Background: an optimization exercise with open tools, aiming at a short achievable clock period and few clock cycles. Do not read the settings as production practice.
Only simulation tests tie the RTL to the original design; equivalence was not proved.
Power figures rest on the tool's default switching activity, not on a simulated workload.

==> design.v <==
package artp_pkg;
  localparam int SLOTS_DEF  = 8;
  localparam int SLOT_W     = 3;
  localparam int REQ_W      = 2;
  localparam int EV_W       = 3;
  localparam int CFG_IDX_W  = 3;
  localparam int CFG_DATA_W = 16;
  localparam int TIME_W     = 32;
  localparam int ADDR_W     = 8;
  localparam int KIND_W     = 8;
  localparam int SEQ_W      = 8;
  localparam int TMO_W      = 16;
  localparam int RETRY_W    = 4;
  localparam int LOST_W     = 32;
  localparam logic [ADDR_W-1:0]  BCAST_RST   = 8'd255;
  localparam logic [TMO_W-1:0]   TIMEOUT_RST = 16'd2000;
  localparam logic [RETRY_W-1:0] RETRY_RST   = 4'd3;
  typedef enum logic [EV_W-1:0] {
    EV_QUEUED      = 3'd0,
    EV_FULL        = 3'd1,
    EV_ACK_MATCHED = 3'd2,
    EV_ACK_IGNORED = 3'd3,
    EV_SEND_OK     = 3'd4,
    EV_RETRANSMIT  = 3'd5,
    EV_FAILED      = 3'd6,
    EV_IDLE        = 3'd7
  } event_t;
  typedef enum logic [REQ_W-1:0] {
    REQ_ADD  = 2'd0,
    REQ_ACK  = 2'd1,
    REQ_TICK = 2'd2,
    REQ_NOP  = 2'd3
  } req_t;
  typedef enum logic [CFG_IDX_W-1:0] {
    CFG_IS_GATEWAY  = 3'd0,
    CFG_OWN_ADDR    = 3'd1,
    CFG_BCAST_ADDR  = 3'd2,
    CFG_DATA_KIND   = 3'd3,
    CFG_ACK_TIMEOUT = 3'd4,
    CFG_RETRY_LIMIT = 3'd5
  } cfg_idx_t;
  typedef struct packed {
    logic                is_gateway;
    logic [ADDR_W-1:0]   own_address;
    logic [ADDR_W-1:0]   broadcast_address;
    logic [KIND_W-1:0]   data_kind_code;
    logic [TMO_W-1:0]    ack_timeout_ms;
    logic [RETRY_W-1:0]  retry_limit;
  } cfg_t;
  typedef struct packed {
    logic [REQ_W-1:0]   typ;
    logic [TIME_W-1:0]  now;
    logic [ADDR_W-1:0]  dest;
    logic [KIND_W-1:0]  kind;
    logic [SEQ_W-1:0]   aseq;
    logic [ADDR_W-1:0]  asrc;
  } req_rec_t;
  typedef struct packed {
    req_rec_t           req;
    logic [TIME_W-1:0]  lo;
    logic               wrap;
  } qent_t;
  typedef struct packed {
    logic [EV_W-1:0]    ev;
    logic [SLOT_W-1:0]  slot;
    logic [SEQ_W-1:0]   seq;
    logic [ADDR_W-1:0]  peer;
    logic [KIND_W-1:0]  kind;
    logic [RETRY_W-1:0] retries;
    logic               ack_needed;
    logic [LOST_W-1:0]  lost;
  } result_t;
endpackage
import artp_pkg::*;
module artp_regs (
  input  logic                               clk,
  input  logic                               rst_n,
  input  logic                               cfg_we,
  input  logic [artp_pkg::CFG_IDX_W-1:0]     cfg_idx,
  input  logic [artp_pkg::CFG_DATA_W-1:0]    cfg_wdata,
  output artp_pkg::cfg_t                     cfg
);
  artp_pkg::cfg_t cfg_r, cfg_nxt;
  always_comb begin
    cfg_nxt = cfg_r;
    if (cfg_we) begin
      unique case (cfg_idx)
        CFG_IS_GATEWAY:  cfg_nxt.is_gateway        = cfg_wdata[0];
        CFG_OWN_ADDR:    cfg_nxt.own_address       = cfg_wdata[ADDR_W-1:0];
        CFG_BCAST_ADDR:  cfg_nxt.broadcast_address = cfg_wdata[ADDR_W-1:0];
        CFG_DATA_KIND:   cfg_nxt.data_kind_code    = cfg_wdata[KIND_W-1:0];
        CFG_ACK_TIMEOUT: cfg_nxt.ack_timeout_ms    = cfg_wdata[TMO_W-1:0];
        CFG_RETRY_LIMIT: cfg_nxt.retry_limit       = cfg_wdata[RETRY_W-1:0];
        default:         cfg_nxt = cfg_r;
      endcase
    end
  end
  always_ff @(posedge clk) begin
    if (!rst_n) begin
      cfg_r.is_gateway        <= 1'b0;
      cfg_r.own_address       <= '0;
      cfg_r.broadcast_address <= BCAST_RST;
      cfg_r.data_kind_code    <= '0;
      cfg_r.ack_timeout_ms    <= TIMEOUT_RST;
      cfg_r.retry_limit       <= RETRY_RST;
    end else begin
      cfg_r <= cfg_nxt;
    end
  end
  assign cfg = cfg_r;
endmodule
import artp_pkg::*;
module artp_dp #(
  parameter int SLOTS = artp_pkg::SLOTS_DEF
) (
  input  logic                clk,
  input  logic                rst_n,
  input  artp_pkg::cfg_t      cfg,
  input  logic                q_valid,
  input  artp_pkg::qent_t     q_ent,
  output logic                q_pop,
  input  logic                out_ready,
  output logic                out_valid,
  output artp_pkg::result_t   out_res,
  output logic                out_last
);
  logic [SLOTS-1:0]                valid_r;
  logic [SLOTS-1:0][ADDR_W-1:0]    dest_r;
  logic [SLOTS-1:0][KIND_W-1:0]    kind_r;
  logic [SLOTS-1:0][SEQ_W-1:0]     eseq_r;
  logic [SLOTS-1:0][TIME_W-1:0]    stamp_r;
  logic [SLOTS-1:0][RETRY_W-1:0]   retr_r;
  logic [SLOTS-1:0]                so_r;    
  logic [SLOTS-1:0]                bc_r;    
  logic [SLOTS-1:0]                lim_r;   
  logic [SEQ_W-1:0]                seq_r;
  logic                m_valid;
  artp_pkg::req_rec_t  m_req;
  logic                m_add, m_ack, m_tick;
  logic                m_for_us, m_kd, m_isbc;
  logic [SLOTS-1:0]    m_seqm;    
  logic [SLOTS-1:0]    m_to;      
  logic                b_valid, b_one, b_single;
  logic [1:0]          b_typ;
  logic [SLOTS-1:0]    b_pick;        
  logic [SLOTS-1:0]    b_rest;        
  logic [SLOTS-1:0]    b_so, b_rt;    
  logic                b_an;
  logic [SEQ_W-1:0]    b_aseq;
  logic [ADDR_W-1:0]   b_asrc;
  logic [EV_W-1:0]     b_sev;
  logic [LOST_W-1:0]   loss_r, loss_p1_r;
  logic                o_valid, s_valid;
  artp_pkg::result_t   o_res, s_res;
  logic                o_last, s_last;
  function automatic logic ge32(input logic [TIME_W-1:0] a, input logic [TIME_W-1:0] b);
    logic [TIME_W-1:0] g, p, g2, p2;
    g = a & ~b;
    p = a | ~b;
    for (int d = 1; d < TIME_W; d = d * 2) begin
      g2 = g;
      p2 = p;
      for (int k = d; k < TIME_W; k++) begin
        g2[k] = g[k] | (p[k] & g[k-d]);
        p2[k] = p[k] & p[k-d];
      end
      g = g2;
      p = p2;
    end
    ge32 = g[TIME_W-1] | p[TIME_W-1];
  endfunction
  function automatic logic [LOST_W-1:0] inc32(input logic [LOST_W-1:0] x);
    logic [LOST_W-1:0] a, a2;
    a = x;
    for (int d = 1; d < LOST_W; d = d * 2) begin
      a2 = a;
      for (int k = d; k < LOST_W; k++) a2[k] = a[k] & a[k-d];
      a = a2;
    end
    inc32 = x ^ {a[LOST_W-2:0], 1'b1};
  endfunction
  function automatic logic [SLOTS-1:0] lowest(input logic [SLOTS-1:0] v);
    logic [SLOTS-1:0] seen;
    seen = '0;
    for (int i = 1; i < SLOTS; i++) seen[i] = seen[i-1] | v[i-1];
    lowest = v & ~seen;
  endfunction
  logic x_fire;
  logic [SLOTS-1:0] f1, match, tbeat, tfree, retx;
  logic [SLOTS-1:0] add_w, retx_w, valid_nxt;
  logic any_free;
  assign x_fire   = m_valid && (!b_valid || (b_one && !s_valid));
  assign f1       = lowest(~valid_r);
  assign any_free = !(&valid_r);
  assign match    = valid_r & m_seqm & {SLOTS{m_for_us}};
  assign tbeat    = valid_r & (so_r | (~bc_r & m_to));
  assign tfree    = valid_r & (so_r | bc_r | (m_to & ~lim_r));
  assign retx     = valid_r & ~so_r & ~bc_r & m_to & lim_r;
  assign add_w  = (x_fire && m_add)  ? f1   : '0;
  assign retx_w = (x_fire && m_tick) ? retx : '0;
  always_comb begin
    valid_nxt = valid_r;
    if (x_fire) begin
      if (m_add)  valid_nxt = valid_r | f1;
      if (m_ack)  valid_nxt = valid_r & ~match;
      if (m_tick) valid_nxt = valid_r & ~tfree;
    end
  end
  always_ff @(posedge clk) begin
    if (!rst_n) begin
      valid_r <= '0;
      seq_r   <= '0;
    end else begin
      valid_r <= valid_nxt;
      if (x_fire && m_add && any_free) seq_r <= seq_r + 1'b1;
    end
  end
  always_ff @(posedge clk) begin
    for (int i = 0; i < SLOTS; i++) begin
      if (add_w[i]) begin
        dest_r[i] <= m_req.dest;
        kind_r[i] <= m_req.kind;
        eseq_r[i] <= seq_r;
      end
      if (add_w[i] || retx_w[i]) stamp_r[i] <= m_req.now;
      if (add_w[i])       retr_r[i] <= '0;
      else if (retx_w[i]) retr_r[i] <= retr_r[i] + 1'b1;
      so_r[i]  <= add_w[i] ? (cfg.is_gateway && m_kd)
                           : (cfg.is_gateway && (kind_r[i] == cfg.data_kind_code));
      bc_r[i]  <= add_w[i] ? m_isbc : (dest_r[i] == cfg.broadcast_address);
      lim_r[i] <= add_w[i]  ? (cfg.retry_limit != '0) :
                  retx_w[i] ? ((retr_r[i] + 1'b1) < cfg.retry_limit) :
                              (retr_r[i] < cfg.retry_limit);
    end
  end
  logic m_load, to_fwd;
  logic [SLOTS-1:0] to_cur, seqm_cur, ge_lo, le_now;
  logic fge_lo, fle_now;
  assign m_load = x_fire || !m_valid;
  assign q_pop  = m_load && q_valid;
  assign fge_lo  = ge32(m_req.now, q_ent.lo);
  assign fle_now = ge32(q_ent.req.now, m_req.now);
  assign to_fwd  = q_ent.wrap ? !(fge_lo || fle_now) : !(fge_lo && fle_now);
  always_comb begin
    for (int i = 0; i < SLOTS; i++) begin
      ge_lo[i]    = ge32(stamp_r[i], q_ent.lo);
      le_now[i]   = ge32(q_ent.req.now, stamp_r[i]);
      to_cur[i]   = q_ent.wrap ? !(ge_lo[i] || le_now[i]) : !(ge_lo[i] && le_now[i]);
      seqm_cur[i] = (eseq_r[i] == q_ent.req.aseq);
    end
  end
  always_ff @(posedge clk) begin
    if (!rst_n) m_valid <= 1'b0;
    else if (m_load) m_valid <= q_valid;
  end
  always_ff @(posedge clk) begin
    if (m_load) begin
      m_req    <= q_ent.req;
      m_add    <= (q_ent.req.typ == REQ_ADD);
      m_ack    <= (q_ent.req.typ == REQ_ACK);
      m_tick   <= (q_ent.req.typ == REQ_TICK);
      m_for_us <= (q_ent.req.dest == cfg.own_address) ||
                  (q_ent.req.dest == cfg.broadcast_address);
      m_kd     <= (q_ent.req.kind == cfg.data_kind_code);
      m_isbc   <= (q_ent.req.dest == cfg.broadcast_address);
      for (int i = 0; i < SLOTS; i++) begin
        m_seqm[i] <= add_w[i] ? (seq_r == q_ent.req.aseq) : seqm_cur[i];
        m_to[i]   <= (add_w[i] || retx_w[i]) ? to_fwd : to_cur[i];
      end
    end
  end
  logic b_emit;
  logic [SLOT_W-1:0] pick_slot;
  logic [ADDR_W-1:0] p_dest;
  logic [KIND_W-1:0] p_kind;
  logic [SEQ_W-1:0]  p_seq;
  logic [RETRY_W-1:0] p_retr;
  logic p_so, p_rt, p_failed;
  artp_pkg::result_t beat;
  logic [SLOTS-1:0] r_pick, r_rest;
  assign b_emit = b_valid && !s_valid;
  assign r_pick = lowest(b_rest);
  assign r_rest = b_rest & ~r_pick;
  always_comb begin
    pick_slot = '0;
    p_dest = '0; p_kind = '0; p_seq = '0; p_retr = '0; p_so = 1'b0; p_rt = 1'b0;
    for (int i = 0; i < SLOTS; i++) begin
      if (b_pick[i]) pick_slot = pick_slot | SLOT_W'(i);
      p_dest = p_dest | (dest_r[i] & {ADDR_W{b_pick[i]}});
      p_kind = p_kind | (kind_r[i] & {KIND_W{b_pick[i]}});
      p_seq  = p_seq  | (eseq_r[i] & {SEQ_W{b_pick[i]}});
      p_retr = p_retr | (retr_r[i] & {RETRY_W{b_pick[i]}});
      p_so   = p_so   | (b_so[i] & b_pick[i]);
      p_rt   = p_rt   | (b_rt[i] & b_pick[i]);
    end
  end
  always_comb begin
    beat = '0;
    p_failed = 1'b0;
    if (b_single) begin
      beat.ev   = b_sev;
      beat.seq  = b_aseq;
      beat.peer = b_asrc;
    end else begin
      beat.slot    = pick_slot;
      beat.seq     = p_seq;
      beat.kind    = p_kind;
      beat.retries = p_retr;
      beat.peer    = (b_typ == REQ_ACK) ? b_asrc : p_dest;
      unique case (b_typ)
        REQ_ADD: begin
          beat.ev         = EV_QUEUED;
          beat.ack_needed = b_an;
        end
        REQ_ACK: beat.ev = EV_ACK_MATCHED;
        default: begin
          if (p_so)      beat.ev = EV_SEND_OK;
          else if (p_rt) beat.ev = EV_RETRANSMIT;
          else begin
            beat.ev  = EV_FAILED;
            p_failed = 1'b1;
          end
        end
      endcase
    end
    beat.lost = p_failed ? loss_p1_r : loss_r;
  end
  logic [SLOTS-1:0] n_mask, n_pick;
  logic n_single;
  logic [EV_W-1:0] n_sev;
  always_comb begin
    n_mask   = '0;
    n_single = 1'b1;
    n_sev    = EV_IDLE;
    if (m_add) begin
      n_mask   = f1;
      n_single = !any_free;
      n_sev    = EV_FULL;
    end
    if (m_ack) begin
      n_mask   = match;
      n_single = (match == '0);
      n_sev    = EV_ACK_IGNORED;
    end
    if (m_tick) begin
      n_mask   = tbeat;
      n_single = (tbeat == '0);
      n_sev    = EV_IDLE;
    end
  end
  assign n_pick = lowest(n_mask);
  always_ff @(posedge clk) begin
    if (!rst_n) begin
      b_valid   <= 1'b0;
      b_one     <= 1'b0;
      loss_r    <= '0;
      loss_p1_r <= LOST_W'(1);
    end else begin
      if (b_emit && p_failed) begin
        loss_r    <= loss_p1_r;
        loss_p1_r <= inc32(loss_p1_r);
      end
      if (x_fire) begin
        b_valid <= 1'b1;
        b_one   <= (n_mask & ~n_pick) == '0;
      end else if (b_emit) begin
        if (b_one) b_valid <= 1'b0;
        b_one <= (r_rest == '0);
      end
    end
  end
  always_ff @(posedge clk) begin
    if (x_fire) begin
      b_pick   <= n_pick;
      b_rest   <= n_mask & ~n_pick;
      b_single <= n_single;
      b_typ    <= m_req.typ;
      b_sev    <= n_sev;
      b_so     <= so_r;
      b_rt     <= retx;
      b_an     <= !cfg.is_gateway && !m_isbc;
      b_aseq   <= m_ack ? m_req.aseq : '0;
      b_asrc   <= m_ack ? m_req.asrc : (m_add ? m_req.dest : '0);
    end else if (b_emit) begin
      b_pick   <= r_pick;
      b_rest   <= r_rest;
    end
  end
  logic o_free;
  assign o_free = !o_valid || out_ready;
  always_ff @(posedge clk) begin
    if (!rst_n) begin
      o_valid <= 1'b0;
      s_valid <= 1'b0;
    end else begin
      if (o_free) begin
        o_valid <= s_valid || b_emit;
        s_valid <= 1'b0;
      end else if (b_emit) begin
        s_valid <= 1'b1;
      end
    end
  end
  always_ff @(posedge clk) begin
    if (o_free) begin
      o_res  <= s_valid ? s_res  : beat;
      o_last <= s_valid ? s_last : b_one;
    end
    if (!o_free && b_emit) begin
      s_res  <= beat;
      s_last <= b_one;
    end
  end
  assign out_valid = o_valid;
  assign out_res   = o_res;
  assign out_last  = o_last;
endmodule
import artp_pkg::*;
module artp_ctrl (
  input  logic                clk,
  input  logic                rst_n,
  input  artp_pkg::cfg_t      cfg,
  input  logic                in_valid,
  output logic                in_ready,
  input  artp_pkg::req_rec_t  in_req,
  output logic                q_valid,
  output artp_pkg::qent_t     q_ent,
  input  logic                q_pop
);
  artp_pkg::qent_t q0_r, q1_r, in_ent;
  logic q0_v, q1_v, rdy_r;
  logic acc;
  logic q0_v_nxt, q1_v_nxt;
  logic [TIME_W:0] lo_w;
  function automatic logic [TIME_W:0] sub32_16(input logic [TIME_W-1:0] a,
                                               input logic [TMO_W-1:0] b);
    logic [TIME_W-1:0] bb, g, p, p2, c, gn, pn;
    bb = {{(TIME_W-TMO_W){1'b0}}, b};
    g = a & ~bb;
    p = a ^ ~bb;
    g[0] = g[0] | p[0];
    p2 = a | ~bb;
    p2[0] = 1'b0;
    for (int d = 1; d < TIME_W; d = d * 2) begin
      gn = g;
      pn = p2;
      for (int k = d; k < TIME_W; k++) begin
        gn[k] = g[k] | (p2[k] & g[k-d]);
        pn[k] = p2[k] & p2[k-d];
      end
      g = gn;
      p2 = pn;
    end
    c = {g[TIME_W-2:0], 1'b1};
    sub32_16 = {!g[TIME_W-1], p ^ c};
  endfunction
  assign lo_w        = sub32_16(in_req.now, cfg.ack_timeout_ms);
  assign in_ent.req  = in_req;
  assign in_ent.lo   = lo_w[TIME_W-1:0];
  assign in_ent.wrap = lo_w[TIME_W];
  assign acc = in_valid && rdy_r;
  always_comb begin
    q0_v_nxt = q0_v;
    q1_v_nxt = q1_v;
    if (q_pop) begin
      q0_v_nxt = q1_v || acc;
      q1_v_nxt = q1_v && acc;
    end else if (!q0_v) begin
      q0_v_nxt = acc;
    end else if (!q1_v) begin
      q1_v_nxt = acc;
    end
  end
  always_ff @(posedge clk) begin
    if (!rst_n) begin
      q0_v  <= 1'b0;
      q1_v  <= 1'b0;
      rdy_r <= 1'b1;
    end else begin
      q0_v  <= q0_v_nxt;
      q1_v  <= q1_v_nxt;
      rdy_r <= !(q0_v_nxt && q1_v_nxt);
    end
  end
  always_ff @(posedge clk) begin
    if (q_pop) begin
      q0_r <= q1_v ? q1_r : in_ent;
      q1_r <= in_ent;
    end else if (!q0_v) begin
      q0_r <= in_ent;
    end else if (!q1_v) begin
      q1_r <= in_ent;
    end
  end
  assign in_ready = rdy_r;
  assign q_valid  = q0_v;
  assign q_ent    = q0_r;
endmodule
import artp_pkg::*;
module ack_retry_pending_table (
  input  logic                               clk,
  input  logic                               rst_n,
  input  logic                               in_valid,
  output logic                               in_ready,
  input  logic [artp_pkg::REQ_W-1:0]         in_req_type,
  input  logic [artp_pkg::TIME_W-1:0]        in_now_ms,
  input  logic [artp_pkg::ADDR_W-1:0]        in_dest_addr,
  input  logic [artp_pkg::KIND_W-1:0]        in_packet_kind,
  input  logic [artp_pkg::SEQ_W-1:0]         in_ack_seq,
  input  logic [artp_pkg::ADDR_W-1:0]        in_ack_source,
  output logic                               out_valid,
  input  logic                               out_ready,
  output logic [artp_pkg::EV_W-1:0]          out_event,
  output logic [artp_pkg::SLOT_W-1:0]        out_slot,
  output logic [artp_pkg::SEQ_W-1:0]         out_seq,
  output logic [artp_pkg::ADDR_W-1:0]        out_peer_addr,
  output logic [artp_pkg::KIND_W-1:0]        out_kind,
  output logic [artp_pkg::RETRY_W-1:0]       out_retry_count,
  output logic                               out_ack_needed,
  output logic [artp_pkg::LOST_W-1:0]        out_lost_total,
  output logic                               out_last,
  input  logic                               cfg_we,
  input  logic [artp_pkg::CFG_IDX_W-1:0]     cfg_idx,
  input  logic [artp_pkg::CFG_DATA_W-1:0]    cfg_wdata
);
  localparam int SLOTS = SLOTS_DEF;
  artp_pkg::cfg_t       cfg;
  artp_pkg::req_rec_t   in_req;
  artp_pkg::qent_t      q_ent;
  artp_pkg::result_t    out_res;
  logic                 q_valid, q_pop;
  assign in_req.typ  = in_req_type;
  assign in_req.now  = in_now_ms;
  assign in_req.dest = in_dest_addr;
  assign in_req.kind = in_packet_kind;
  assign in_req.aseq = in_ack_seq;
  assign in_req.asrc = in_ack_source;
  artp_regs u_regs (
    .clk       (clk),
    .rst_n     (rst_n),
    .cfg_we    (cfg_we),
    .cfg_idx   (cfg_idx),
    .cfg_wdata (cfg_wdata),
    .cfg       (cfg)
  );
  artp_ctrl u_ctrl (
    .clk      (clk),
    .rst_n    (rst_n),
    .cfg      (cfg),
    .in_valid (in_valid),
    .in_ready (in_ready),
    .in_req   (in_req),
    .q_valid  (q_valid),
    .q_ent    (q_ent),
    .q_pop    (q_pop)
  );
  artp_dp #(.SLOTS(SLOTS)) u_dp (
    .clk       (clk),
    .rst_n     (rst_n),
    .cfg       (cfg),
    .q_valid   (q_valid),
    .q_ent     (q_ent),
    .q_pop     (q_pop),
    .out_ready (out_ready),
    .out_valid (out_valid),
    .out_res   (out_res),
    .out_last  (out_last)
  );
  assign out_event       = out_res.ev;
  assign out_slot        = out_res.slot;
  assign out_seq         = out_res.seq;
  assign out_peer_addr   = out_res.peer;
  assign out_kind        = out_res.kind;
  assign out_retry_count = out_res.retries;
  assign out_ack_needed  = out_res.ack_needed;
  assign out_lost_total  = out_res.lost;
endmodule
==> run.sh <==
#!/bin/bash
# synth_recipe.tcl (not shown) runs the flow's synth.tcl, then flattens the netlist and writes it again
# the make line also repeats each setting of config.mk as NAME=value (left out here)
make -C /OpenROAD-flow-scripts/flow DESIGN_CONFIG=/design/flow/config.mk WORK_HOME=/design/flow/orfs CLKGATE_MAP_FILE= SYNTH_SCRIPT=/design/flow/synth_recipe.tcl finish
==> config.mk <==
export PLATFORM = sky130hd
export DESIGN_NAME = ack_retry_pending_table
export DESIGN_NICKNAME = ack_retry_pending_table
export VERILOG_FILES = /design/flow/design.v
export SDC_FILE = /design/flow/constraint.sdc
export NUM_CORES = 4
export LEC_CHECK = 0
export ABC_CLOCK_PERIOD_IN_PS = 2000
export CAP_MARGIN = 20
export CORE_MARGIN = 2
export CORE_UTILIZATION = 40
export SETUP_SLACK_MARGIN = 4.0
export SLEW_MARGIN = 20
==> constraint.sdc <==
create_clock -name core_clock -period 6.5 [get_ports {clk}]
set_input_delay 1.3000 -clock core_clock [delete_from_list [all_inputs] [get_ports {clk}]]
set_output_delay 1.3000 -clock core_clock [all_outputs]
set_load 0.01 [all_outputs]
==> notes.md, run 1 <==
* Outcome: complete, no violations
* Design Area, Final at 0.0692 mm2
* Post-synth EDFFs at 923
* TritonCTS clock tree: done
* Detailed Routing Iterations Pass 1 at 8
* Post-synth ARST share at 0%
* CTS Buffer Depth at 3
* WHS Path Cells at 0
* CP Cell Sequence: buf_8, ha_4, or4_4, or3_4, or4_4, or3_4, or3_4, or3_4, or4_4, o21ai_2
* Largest net degree at the start of global routing at 91
* Area contributors post-synth: edfxtp_1 50%, dfxtp_1 6.9%, nand2_1 4.6%, maj3_1 3.8%, xnor2_1 3.0%
* Critical Path Fanout Max at 3
* DR WL/cell at 26.3 um
* CP arrival at ~4.4 ns
* Die area at about 0.14 mm2
* CTS Buf Count at between 100 and 150
* Layout cells sized above 1 at between 20% and 30%
* Routed Antenna Nets at 0
* Num Clock Sinks at about 1100
* Placed insts at about 6700
* Area leader, netlist: edfxtp_1
* Crit-path slowest cell: or4_4
* Critical path's most frequent cell: or3_4
* Critical path endpoint category: flop
* Synthesized area at roughly 0.055 mm2
* Post-DP HPWL at about 120000 um
* Total track usage at a little over a quarter
* Worst slew margin at between 30% and 40%
* Wire length on met1 at about 81000 um
* Hold slack at 0.427 ns
* Worst reg2reg path startpoint: u_regs.cfg_r[19]
* Max layer used: met5
* Core box area at 0.137 mm2
* Mean Syn Cell Area at between 10 and 15 um2
* Primary FF master, synth: edfxtp_1
* Initial antenna violation count at 22
* CP peak stage delay at around 0.44 ns
* Chip Width at 376 um
* Static Leak at roughly 0.025 uW
* CTS root buffer: clkbuf_16
* Hold endpoint: u_dp.m_req[3]
* Period utilization at between 50% and 60%
* Reg2reg path depth at 10
* Met3 wire length at about 20000 um
* Net count after synthesis at slightly above 5000
* RR Endpoint: u_ctrl.q1_r[0]
* Top cells by count, synth: 923 x edfxtp_1, 681 x nand2_1, 260 x nor2_1
* YS warnings at 3
* I/O Buffers at 159
* Vias in the first global route at 41100
* Final Setup Violations at 0
* Starting DRC count in detailed routing at between 5000 and 6000
* H-tree depth at 3
* Flops & latches, synth at about 1100
* Crit path kind: primary input to flop
* Power density over cell area at ~240 mW/mm2
* Filler instances at roughly 12000
* Tmin final at 3.82 ns
* Max_cap viols at 0
* Worst-Margin Slew at 1.04 ns
* Final Hold Fails at 0
* Vias per std cell at about 6.0
* Non-Filler Instances at roughly 7300
* Setup tns final at 0 ns
* Slew Limit Fails at 0
* Reg clk slew, reported paths at roughly 0.060 ns
* Worst hold path type: flop to flop
* Post-placement cell area at about 0.059 mm2
* Setup slack, reg-to-reg at around 2.8 ns
* Routed WL at about 190000 um
* Fmax at 262 MHz
* Cell with the most instances after synthesis: edfxtp_1
* First-pass GRT wire length at 276000 um
* Vias at between 40000 and 50000
* DRC viols at 0
* Total gr overflow at 0
* Layout Skew at around 0.046 ns
* Placer congestion estimate at 0.948
* RSZ-0062 raised after global routing: yes
* Met2 Wirelength at 84100 um
* Worst VDD drop at 214 uV
* Clock Latency Late Sink at 0.77 ns
* Final Core Density at a little over 50%
* Nets at around 5600
* Synth cell types at 78
* Synth Instances at 4943
* Row count at 136
* Vert. Die Dim at around 380 um
* Hold path start: u_ctrl.q0_r[36]
* Critical Path RT at ~7.1 ns
* Yosys top cell area share at between 50 and 60%
* Initial core utilization at approximately two fifths
* Seq/Total Area, Yosys at between 50 and 60%
* Io pins at 160
* Synth-to-Final Area Change at 25.3%
* Startpoint types: primary input
## timing repair
item	CTS	global route
gates cloned	21	8
buffers inserted	278	83
setup endpoints to repair	1094	609
pin swaps	126	109
resized for setup	731	253
hold buffers	0	0
## power breakdown
group / internal (uW) / switching [uW]
Combinational: 687 / 1010
Sequential: 7890 / 225
Clock: 4090 / 3000
Total: 12700 / 4230
## through the flow
step	power [uW]	worst slack (ns)
6_report	16900	2.68
2_1_floorplan	8960	2.08
5_1_grt	17300	2.64
3_3_place_gp	9530	1.48
4_1_cts	16800	2.71
3_5_place_dp	9540	1.45
## critical path, delay by kind of cell
kind | cells | cell delay (ns)
buf+inv | 1 | 0.10
fa+ha+maj | 1 | 0.15
compound gates | 1 | 0.14
simple gates | 7 | 2.74
## cell type report
cell class / instances / area, um2 / share of cell area (%)
Multi-Input combinational cell: 3365 / 24700 / 35.7
Sequential cell: 1112 / 31500 / 45.6
Timing Repair Buffer: 580 / 5430 / 7.85
Tap cell: 1794 / 2240 / 3.24
Clock inverter: 81 / 920 / 1.33
Timing Repair inverter: 6 / 46.3 / 0.0669
Inverter: 241 / 1150 / 1.67
Antenna cell: 3 / 7.51 / 0.0109
Clock buffer: 144 / 3140 / 4.54
## metal layers
metal | up-vias | global-route usage, %
li1 | 19400 | -
met1 | 21600 | 36.8
met2 | 2364 | 38.8
met3 | 425 | 6.05
met4 | 24 | 10.2
met5 | - | 0
## kinds of logic after synthesis
group | share of synthesized area (%)
muxes | 2.65
DFF | 57.0
xor gates and xnor gates | 4.84
buffers and inverters | 3.24
AOI/OAI and AO/OA | 13.6
adders and majority gates | 5.82
and+or+nand+nor | 12.8
## placed cells by master (no fill, tap or decap), types with 28 or more instances in the layout
master           netlist  routed
o22ai_1               98      97
clkinvlp_4             0      62
mux2i_1               29      28
xor2_1               118     114
nand3_1               74      63
nand2b_1             118     110
maj3_2                 0      33
dfxtp_1              189     180
nor2_1               260     237
a222oi_1              40      40
maj3_1               208     175
o21ai_1                0      66
o21ai_0              203     123
a22o_1                36      36
nor4_1                41      35
buf_12                 0      35
edfxtp_1             923     923
nor2b_1              108     106
nand2_1              681     621
nand2_4                0      32
buf_4                  0     303
clkdlybuf4s50_1        0      73
clkinv_2               0      31
a221oi_1              45      36
mux2_2               104      57
nand4_1               56      56
clkbuf_16              0     123
o221ai_1              34      30
a22oi_1              117     114
a21oi_2                0      48
buf_6                  0      66
buf_2                  0      71
inv_1                226     170
xnor2_1              187     169
mux2_4                 0      47
a21oi_1              239     182
ha_1                  89      71
## state kept, by name (all words and copies together) (netlist names), 32 cells and up
signal / flops
u_dp.s_res: 67
u_regs.cfg_r: 45
u_dp.kind_r: 64
u_dp.loss_r: 32
u_dp.o_res: 67
u_dp.m_req: 66
u_dp.eseq_r: 64
u_dp.stamp_r: 256
u_ctrl.q0_r: 99
u_ctrl.q1_r: 99
u_dp.dest_r: 64
u_dp.retr_r: 32
u_dp.loss_p1_r: 32
## worst max-delay path by stage
stage | startpoint | to | slack, ns | depth (start not counted)
after floorplan | in_now_ms[15] | u_ctrl.q1_r[0] | 2.08 | 9
after global placement | in_now_ms[15] | u_ctrl.q1_r[0] | 1.48 | 10
after detailed placement | in_now_ms[15] | u_ctrl.q1_r[0] | 1.45 | 10
after CTS | in_now_ms[15] | u_ctrl.q1_r[0] | 2.71 | 10
after global routing | in_now_ms[15] | u_ctrl.q0_r[32] | 2.64 | 11
final | in_now_ms[15] | u_ctrl.q1_r[0] | 2.68 | 10
Testbench counts, summed over its fixed seeds: cycles 5,959.
==> run 2: changes to the inputs <==
--- a/design.v
+++ b/design.v
@@ -153,22 +153,6 @@
   logic                o_valid, s_valid;
   artp_pkg::result_t   o_res, s_res;
   logic                o_last, s_last;
-  function automatic logic ge32(input logic [TIME_W-1:0] a, input logic [TIME_W-1:0] b);
-    logic [TIME_W-1:0] g, p, g2, p2;
-    g = a & ~b;
-    p = a | ~b;
-    for (int d = 1; d < TIME_W; d = d * 2) begin
-      g2 = g;
-      p2 = p;
-      for (int k = d; k < TIME_W; k++) begin
-        g2[k] = g[k] | (p[k] & g[k-d]);
-        p2[k] = p[k] & p[k-d];
-      end
-      g = g2;
-      p = p2;
-    end
-    ge32 = g[TIME_W-1] | p[TIME_W-1];
-  endfunction
   function automatic logic [LOST_W-1:0] inc32(input logic [LOST_W-1:0] x);
     logic [LOST_W-1:0] a, a2;
     a = x;
@@ -238,13 +222,15 @@
   logic fge_lo, fle_now;
   assign m_load = x_fire || !m_valid;
   assign q_pop  = m_load && q_valid;
-  assign fge_lo  = ge32(m_req.now, q_ent.lo);
-  assign fle_now = ge32(q_ent.req.now, m_req.now);
+  artp_ge32 u_fge_lo  (.a(m_req.now),     .b(q_ent.lo),  .ge(fge_lo));
+  artp_ge32 u_fle_now (.a(q_ent.req.now), .b(m_req.now), .ge(fle_now));
   assign to_fwd  = q_ent.wrap ? !(fge_lo || fle_now) : !(fge_lo && fle_now);
+  for (genvar i = 0; i < SLOTS; i++) begin : g_cmp
+    artp_ge32 u_ge_lo  (.a(stamp_r[i]),     .b(q_ent.lo),   .ge(ge_lo[i]));
+    artp_ge32 u_le_now (.a(q_ent.req.now),  .b(stamp_r[i]), .ge(le_now[i]));
+  end
   always_comb begin
     for (int i = 0; i < SLOTS; i++) begin
-      ge_lo[i]    = ge32(stamp_r[i], q_ent.lo);
-      le_now[i]   = ge32(q_ent.req.now, stamp_r[i]);
       to_cur[i]   = q_ent.wrap ? !(ge_lo[i] || le_now[i]) : !(ge_lo[i] && le_now[i]);
       seqm_cur[i] = (eseq_r[i] == q_ent.req.aseq);
     end
@@ -415,6 +401,29 @@
   assign out_res   = o_res;
   assign out_last  = o_last;
 endmodule
+module artp_ge32 (
+  input  logic [artp_pkg::TIME_W-1:0] a,
+  input  logic [artp_pkg::TIME_W-1:0] b,
+  output logic                        ge
+);
+  localparam int TIME_W = artp_pkg::TIME_W;
+  logic [TIME_W-1:0] g, p, g2, p2;
+  always_comb begin
+    g = a & ~b;
+    p = a | ~b;
+    for (int d = 1; d < TIME_W; d = d * 2) begin
+      g2 = g;
+      p2 = p;
+      for (int k = d; k < TIME_W; k++) begin
+        g2[k] = g[k] | (p[k] & g[k-d]);
+        p2[k] = p[k] & p[k-d];
+      end
+      g = g2;
+      p = p2;
+    end
+    ge = g[TIME_W-1] | p[TIME_W-1];
+  end
+endmodule
 import artp_pkg::*;
 module artp_ctrl (
   input  logic                clk,
@@ -427,10 +436,10 @@
   output artp_pkg::qent_t     q_ent,
   input  logic                q_pop
 );
-  artp_pkg::qent_t q0_r, q1_r, in_ent;
-  logic q0_v, q1_v, rdy_r;
-  logic acc;
-  logic q0_v_nxt, q1_v_nxt;
+  artp_pkg::qent_t q0_r, q1_r, i_ent;
+  artp_pkg::req_rec_t i_r;
+  logic i_v, q0_v, q1_v, rdy_r;
+  logic i_mv, q0_v_nxt, q1_v_nxt, i_v_nxt;
   logic [TIME_W:0] lo_w;
   function automatic logic [TIME_W:0] sub32_16(input logic [TIME_W-1:0] a,
                                                input logic [TMO_W-1:0] b);
@@ -454,42 +463,48 @@
     c = {g[TIME_W-2:0], 1'b1};
     sub32_16 = {!g[TIME_W-1], p ^ c};
   endfunction
-  assign lo_w        = sub32_16(in_req.now, cfg.ack_timeout_ms);
-  assign in_ent.req  = in_req;
-  assign in_ent.lo   = lo_w[TIME_W-1:0];
-  assign in_ent.wrap = lo_w[TIME_W];
-  assign acc = in_valid && rdy_r;
+  always_ff @(posedge clk) begin
+    if (rdy_r) i_r <= in_req;
+  end
+  assign lo_w       = sub32_16(i_r.now, cfg.ack_timeout_ms);
+  assign i_ent.req  = i_r;
+  assign i_ent.lo   = lo_w[TIME_W-1:0];
+  assign i_ent.wrap = lo_w[TIME_W];
+  assign i_mv = i_v && (!q1_v || q_pop);
   always_comb begin
     q0_v_nxt = q0_v;
     q1_v_nxt = q1_v;
     if (q_pop) begin
-      q0_v_nxt = q1_v || acc;
-      q1_v_nxt = q1_v && acc;
+      q0_v_nxt = q1_v || i_v;
+      q1_v_nxt = q1_v && i_v;
     end else if (!q0_v) begin
-      q0_v_nxt = acc;
+      q0_v_nxt = i_v;
     end else if (!q1_v) begin
-      q1_v_nxt = acc;
+      q1_v_nxt = i_v;
     end
+    i_v_nxt = (i_v && !i_mv) || (in_valid && rdy_r);
   end
   always_ff @(posedge clk) begin
     if (!rst_n) begin
+      i_v   <= 1'b0;
       q0_v  <= 1'b0;
       q1_v  <= 1'b0;
       rdy_r <= 1'b1;
     end else begin
+      i_v   <= i_v_nxt;
       q0_v  <= q0_v_nxt;
       q1_v  <= q1_v_nxt;
-      rdy_r <= !(q0_v_nxt && q1_v_nxt);
+      rdy_r <= !i_v_nxt || !q1_v_nxt;
     end
   end
   always_ff @(posedge clk) begin
     if (q_pop) begin
-      q0_r <= q1_v ? q1_r : in_ent;
-      q1_r <= in_ent;
+      q0_r <= q1_v ? q1_r : i_ent;
+      q1_r <= i_ent;
     end else if (!q0_v) begin
-      q0_r <= in_ent;
+      q0_r <= i_ent;
     end else if (!q1_v) begin
-      q1_r <= in_ent;
+      q1_r <= i_ent;
     end
   end
   assign in_ready = rdy_r;
--- a/config.mk
+++ b/config.mk
@@ -11,3 +11,4 @@
 export CORE_UTILIZATION = 40
 export SETUP_SLACK_MARGIN = 4.0
 export SLEW_MARGIN = 20
+export SYNTH_HIERARCHICAL = 1
==> notes.md, run 2 <==
* Post-placement cell area at 0.0631 mm2 (+6.5%)
* Primary FF master, synth: edfxtp_1
* Largest net degree at the start of global routing at 89 (-2.2%)
* Reg clk slew, reported paths at 0.06 ns (about the same)
* Synth Instances at 5303 (+7.3%)
* Static Leak at 0.0277 uW (+11%)
* Top cells by count, synth: 989 x edfxtp_1, 696 x nand2_1, 587 x inv_1
* Routed WL at 189000 um (-2.0%)
* Io pins at 160 (unchanged)
* Num Clock Sinks at 1179 (+6.0%)
* Placer congestion estimate at 0.917 (-3.4%)
* Flops & latches, synth at 1179 (+6.0%)
* Chip Width at 388 um (+3.4%)
* Total gr overflow at 0 (unchanged)
* DRC viols at 0 (unchanged)
* Yosys top cell area share at 50.3% (+0.11 points)
* Cell with the most instances after synthesis: edfxtp_1
* Clock Latency Late Sink at 0.78 ns (about the same)
* Final Hold Fails at 0 (unchanged)
* Area leader, netlist: edfxtp_1
* Design Area, Final at 0.0728 mm2 (+5.2%)
* Starting DRC count in detailed routing at 5467 (-5.3%)
* Die area at 0.151 mm2 (+6.8%)
* YS warnings at 10 (+7)
* Core box area at 0.146 mm2 (+6.4%)
* Synth-to-Final Area Change at 23.3%
* Vert. Die Dim at 388 um (+3.4%)
* Mean Syn Cell Area at 11.1 um2 (-0.35%)
* DR WL/cell at 24.1 um (-8.5%)
* Cts-stage hold buffer count at 0 (unchanged)
* Most flop-heavy register: u_dp.stamp_r
* Setup tns final at 0 ns (unchanged)
* Seq/Total Area, Yosys at 56.7% (-0.30 points)
* Slew Limit Fails at 0 (unchanged)
* Fmax at 333 MHz (+27%)
* TritonCTS clock tree: done
* Vias in the first global route at 42900 (+4.5%)
* Worst-Margin Slew at 1.19 ns (+0.145 ns)
* WP buf/inv at 1 (unchanged)
* Worst slew margin at 20.8% (-9.5 points)
* Power density over cell area at 255 mW/mm2 (+4.4%)
* Post-synth ARST share at 0% (unchanged)
* Most common cell after layout, fill and taps aside: edfxtp_1
* Synth cell types at 77 (-1.3%)
* Commonest non-fill, non-tap cells in the layout: 989 x edfxtp_1, 644 x nand2_1, 568 x inv_1
* Worst hold path type: flop to flop
* Vias at 44900 (+2.4%)
* Row count at 140 (+2.9%)
* Layout Skew at 0.0308 ns (-0.0156 ns)
* Outcome: complete, no violations
* Placed insts at 7264 (+8.3%)
* Critical path endpoint category: output port
* Vias per std cell at 5.72 (-4.4%)
* Max_cap viols at 0 (unchanged)
* CTS Buffer Depth at 3 (unchanged)
* Routed Antenna Nets at 0 (unchanged)
* Kind of cell adding the most delay to the critical path: flip-flops
* Pwr Total at 18500 uW (+9.8%)
* RSZ-0062 raised after global routing: yes
* CP arrival at 1.70 ns (-2.74 ns)
* Period utilization at 46.2% (-13 points)
* Number of flip-flops in the largest register at 256 (unchanged)
* Setup slack, reg-to-reg at 3.65 ns (+0.81 ns)
* I/O Buffers at 159 (unchanged)
* H-tree depth at 4 (+1)
* Regs by FF count: u_dp.stamp_r (256), u_ctrl.q0_r (99), u_ctrl.q1_r (99)
* Worst VDD drop at 221 uV (+3.6%)
* Post-synth EDFFs at 989 (+7.2%)
* Synthesized area at 0.0590 mm2 (+6.9%)
* Non-Filler Instances at 7847 (+7.1%)
* CP peak stage delay at 0.73 ns (+0.29 ns)
* Tmin final at 3.00 ns (-0.819 ns)
* Net count after synthesis at 5483 (+7.0%)
* Area contributors post-synth: edfxtp_1 50%, dfxtp_1 6.4%, nand2_1 4.4%, inv_1 3.7%, maj3_1 3.1%
* Ant diodes at 0 (-3)
* Critical Path RT at 5.20 ns (-1.92 ns)
* First-pass GRT wire length at 274000 um (-0.57%)
* Final Setup Violations at 0 (unchanged)
* CP Cell Sequence: buf_6
* Initial core utilization at 40.4% (+0.20 points)
* Nets at 6005 (+7.2%)
* Total track usage at 24.2% (-1.9 points)
* Detailed Routing Iterations Pass 1 at 8 (unchanged)
* Crit path kind: flop to output port
* Crit-path slowest cell: edfxtp_1
* Critical Path Fanout Max at 1 (-2)
* Startpoint types: flop
* Initial antenna violation count at 3 (-86%)
* Layout cells sized above 1 at 18.4% (-5.0 points)
* CTS root buffer: clkbuf_16
* CTS Buf Count at 135 (+14%)
* Post-DP HPWL at 116000 um (-3.5%)
run 2: Yosys stat by module (local to each module, per instance), a selection:
module,flip-flops and latches,cell area [um2],times used,cells
artp_ctrl,268,11800,1,1037
artp_regs,45,1850,1,180
artp_ge32,0,563,18,92
run 2: layer usage:
| metal | routed length (um) | track usage [%] |
|---|---|---|
| met1 | 81000 | 34.2 |
| met2 | 83500 | 37.1 |
| met3 | 18400 | 4.97 |
| met4 | 5930 | 7.61 |
| met5 | 14 | 0 |
run 2: stage by stage:
| step | utilization, % | hold WS (ns) | worst slack (ns) |
|---|---|---|---|
| after floorplan | - | 0.400 | 3.15 |
| after global placement | 43.2 | 0.404 | 2.16 |
| after detailed placement | 43.2 | 0.412 | 2.03 |
| after CTS | 48.7 | 0.423 | 3.48 |
| after global routing | 49.8 | 0.419 | 3.41 |
| final | 49.8 | 0.421 | 3.50 |
run 2: path summary, 6_finish.rpt:
kind,startpoint,endpoint,cells past startpoint
setup / recovery,u_dp.o_res[38],out_kind[1],1
hold / removal,u_ctrl.q0_r[33],u_dp.m_req[0],0
setup reg to reg,u_ctrl.q0_r[81],u_dp.m_to[7],6
hold reg to reg,u_ctrl.q0_r[33],u_dp.m_req[0],0
run 2: cells by family (layout without fill, tap and decap cells):
family	Yosys count	after routing	share of synthesized area, %
simple gates	1614	1623	13.3
flops	1179	1179	56.7
fa+ha+maj	273	273	5.02
mux	164	164	3.02
xor+xnor	307	307	4.55
buf+inv	761	1379	4.90
compound gates	1005	1005	12.5
run 2: cell type report:
class	instances	area (um2)
Timing Repair inverter	11	86.3
Clock inverter	63	654
Timing Repair Buffer	538	5470
Inverter	588	2290
Clock buffer	179	3690
Tap cell	1917	2400
Sequential cell	1179	33500
Multi-Input combinational cell	3372	24700
Fill cell	12800	73300
run 2: timing repair:
| item | 4_1_cts | 5_1_grt |
|---|---|---|
| buffers inserted | 244 | 65 |
| cloned | 28 | 4 |
| endpoints found under the setup margin | 1011 | 599 |
| gates resized for setup | 616 | 206 |
| pin swaps | 116 | 123 |
run 2: power by group:
part | switching (uW) | total [uW] | internal [uW]
clock network | 3160 | 7500 | 4340
logic | 1280 | 2200 | 917
registers | 335 | 8850 | 8510
Testbench counts of run 2, summed over its fixed seeds: cycles 5,967.

==> separate check: timing with driven ports <==
No port has a modelled driver above. Below, the same layouts with a new extraction and two added sets of constraints. Step 1, drivers: a clkbuf_16 drives clk and a buf_2 each remaining input, both assumed. Step 2 moves the port delays by t, midway between the first and last clock arrival at a register: inputs arrive t later, outputs are due t later. That takes back most of the time a late clock gives input paths. Three values: no drivers, after step 1, after step 2; two values: the first two.
| run | t (ns) | setup slack, ns | worst data-port slew with drivers (ns) |
|---|---|---|---|
| run 1 | 0.820 | 2.677 / 2.709 / 1.889 | 0.16 |
| run 2 | 0.845 | 3.495 / 3.416 / 3.325 | 0.08 |
After both steps every run listed still meets setup and hold. For run 1, which loses most, drivers alone change the setup slack by +0.032 ns; drivers and shift together by -0.788 ns.
